What follows belongs to an exercise in optimizing a design on an open flow for small area and a short achievable clock period; a production flow would make more cautious choices. Power figures rest on the tool's default switching activity, not on a simulated workload.

## invaders_top
module invaders_top #(
    parameter int ALIEN_COLS = 6,
    parameter int ALIEN_ROWS = 3
) (
    input  wire logic        clk,
    input  wire logic        reset,
    input  wire logic        frame_tick,
    input  wire logic        fire,
    input  wire logic        left,
    input  wire logic        right,
    input  wire logic        wb_cyc,
    input  wire logic        wb_stb,
    input  wire logic        wb_we,
    input  wire logic [2:0]  wb_adr,
    input  wire logic [31:0] wb_dat_w,
    output logic [31:0]      wb_dat_r,
    output logic             wb_ack
);
Size: roughly 150 flip-flops, roughly 11000 um2 of cells after synthesis.
Settings: LEC_CHECK=0, CAP_MARGIN=20, CORE_MARGIN=2, CORE_UTILIZATION=40, SETUP_SLACK_MARGIN=3, SLEW_MARGIN=20; clock period 6.0 ns.
run.sh (not shown) runs the stock make flow with config.mk's settings and CLKGATE_MAP_FILE= SYNTH_SCRIPT=/design/flow/synth_recipe.tcl, a recipe that flattens the netlist after the stock synthesis.
Next try:
--- a/flow/design.v
+++ b/flow/design.v
@@ -130,24 +130,25 @@
     logic [8:0]  ly;
     logic [15:0] lfsr;
     logic [2:0]  scol;
     logic [1:0]  srow;
     logic req, step;
     assign req  = wb_cyc && wb_stb && !wb_ack;
     assign step = frame_tick && run && !game_over && !game_win;
-    logic [7:0]  score, high_score;
+    logic [2:0]  sel_q;
+    logic [1:0]  sel_r;
     logic [17:0] read_data;
-    assign score      = score_of(kq, kr);
-    assign high_score = score_of(hq, hr);
+    assign sel_q = wb_adr[0] ? hq : kq;
+    assign sel_r = wb_adr[0] ? hr : kr;
     always_comb begin
         case (wb_adr)
             3'd0:    read_data = {17'b0, run};
             3'd1:    read_data = {14'b0, game_over, game_win, lives};
-            3'd2:    read_data = {10'b0, score};
-            3'd3:    read_data = {10'b0, high_score};
+            3'd2,
+            3'd3:    read_data = {10'b0, score_of(sel_q, sel_r)};
             3'd4:    read_data = {8'b0, ship_x};
             3'd5:    read_data = alive;
             default: read_data = '0;
         endcase
     end
     always_ff @(posedge clk) dat <= read_data;
     assign wb_dat_r = {14'b0, dat};
@@ -186,16 +187,16 @@
     logic bottom_reached;
     assign bottom_reached = (row_live[2] && ge_c(10'(fy), 10'd71))
                          || (row_live[1] && ge_c(10'(fy), 10'd82))
                          || (row_live[0] && ge_c(10'(fy), 10'd93));
     logic move;
     assign move = ({1'b0, count} + {1'b0, kq}) >= 4'd7;
     logic fmove, fdrop;
-    assign fmove = move && !hit_edge;            
-    assign fdrop = move && hit_edge;             
+    assign fmove = step && move && !hit_edge;    
+    assign fdrop = step && move && hit_edge;     
     logic [5:0]  col_hit;
     logic [2:0]  row_hit;
     logic [17:0] hit_vec;
     logic        kill;
     always_comb begin
         for (int c = 0; c < 6; c++)
             col_hit[c] = (c == 0) ? (ge_c(drx, 10'd1014) || le_c(drx, 10'd11))
@@ -203,15 +204,15 @@
         row_hit[0] = le_c({1'b0, dry}, 10'd8);
         row_hit[1] = ge_c({1'b0, dry}, 10'd22) && le_c({1'b0, dry}, 10'd30);
         row_hit[2] = ge_c({1'b0, dry}, 10'd45) && le_c({1'b0, dry}, 10'd53);
         for (int r = 0; r < 3; r++)
             for (int c = 0; c < 6; c++)
                 hit_vec[r*6+c] = alive[r*6+c] && col_hit[c] && row_hit[r];
     end
-    assign kill = ra && (|hit_vec);              
+    assign kill = step && ra && (|hit_vec);
     logic       r_top;
     always_comb begin
         logic [8:0] a, b;
         a = dry;
         b = {1'b0, fy, 1'b0};
         r_top = 1'b1;
         for (int i = 0; i < 9; i++)
@@ -248,15 +249,15 @@
     assign shoot_x = add({1'b0, fx}, sx_k, 1'b0);
     assign shoot_y = add({1'b0, fy, 2'b00}, sy_k, 1'b0);
     logic [9:0] dxl;
     logic       overlap, ship_hit;
     assign dxl      = add({lx, 1'b0}, ~ship_x, 1'b1);
     assign overlap  = (ge_c(dxl, 10'd1014) || le_c(dxl, 10'd11))
                    && ge_c({1'b0, ly}, 10'd438) && le_c({1'b0, ly}, 10'd469);
-    assign ship_hit = la && overlap;             
+    assign ship_hit = step && la && overlap;
     always_ff @(posedge clk or posedge reset) begin
         if (reset) begin
             lfsr <= 16'hACE1;
         end else if (restart) begin
             lfsr <= 16'hACE1;
         end else begin
             lfsr <= {lfsr[14:0], lfsr[15] ^ lfsr[13] ^ lfsr[12] ^ lfsr[10]};
@@ -281,23 +282,23 @@
         end else if (restart) begin
             game_over <= 1'b0;
             game_win  <= 1'b0;
             lives     <= 2'd3;
             kq        <= '0;
             kr        <= '0;
         end else begin
-            if (step && kill) begin
+            if (kill) begin
                 if (kr == 2'd2) begin
                     kr <= 2'd0;
                     kq <= kq + 3'd1;
                 end else begin
                     kr <= kr + 2'd1;
                 end
             end
-            if (step && ship_hit && lives != 2'd0) lives <= lives - 2'd1;
+            if (ship_hit && lives != 2'd0) lives <= lives - 2'd1;
             if (lives == 2'd0 || bottom_reached) game_over <= 1'b1;
             if (alive == '0) game_win <= 1'b1;
         end
     end
     always_ff @(posedge clk or posedge reset) begin
         if (reset) begin
             fx        <= 9'd25;
After rerunning: Setup slack degrades by 0.16 ns; die area drops by about 4%; sequential share of layout area climbs by 0.63 points; count of clock-buffer cells in the layout drops by 2; first-iteration DRC count drops by 22%; cell area drops by about 2%; via count drops by about 5%; hold slack improves by 0.0048 ns; power climbs by about 46%; wire length drops by about 6.6%.
No run of this note included a check of the RTL's function; only the layout flow was run.

==> separate check: timing with driven ports <==
The flow's constraints put no driver on any port. The routed layouts listed below were extracted and timed again, unchanged, in two steps. Step 1, drivers: a clkbuf_16 drives clk and a buf_2 each remaining input, both assumed. Step 2 moves the port delays by t, midway between the first and last clock arrival at a register: inputs arrive t later, outputs are due t later. That takes back most of the time a late clock gives input paths. Three values: ideal, step 1, step 2; two values: the first two.
run | shift t [ns] | slack for setup (ns) | worst hold slack (ns) | worst data-port slew with drivers (ns)
the first run | 0.478 | 1.980 / 1.980 / 1.980 | 0.429 / 0.429 / 0.429 | 0.04
the second run | 0.477 | 1.815 / 1.815 / 1.815 | 0.434 / 0.434 / 0.434 | 0.06
After both steps every run listed still meets setup and hold.
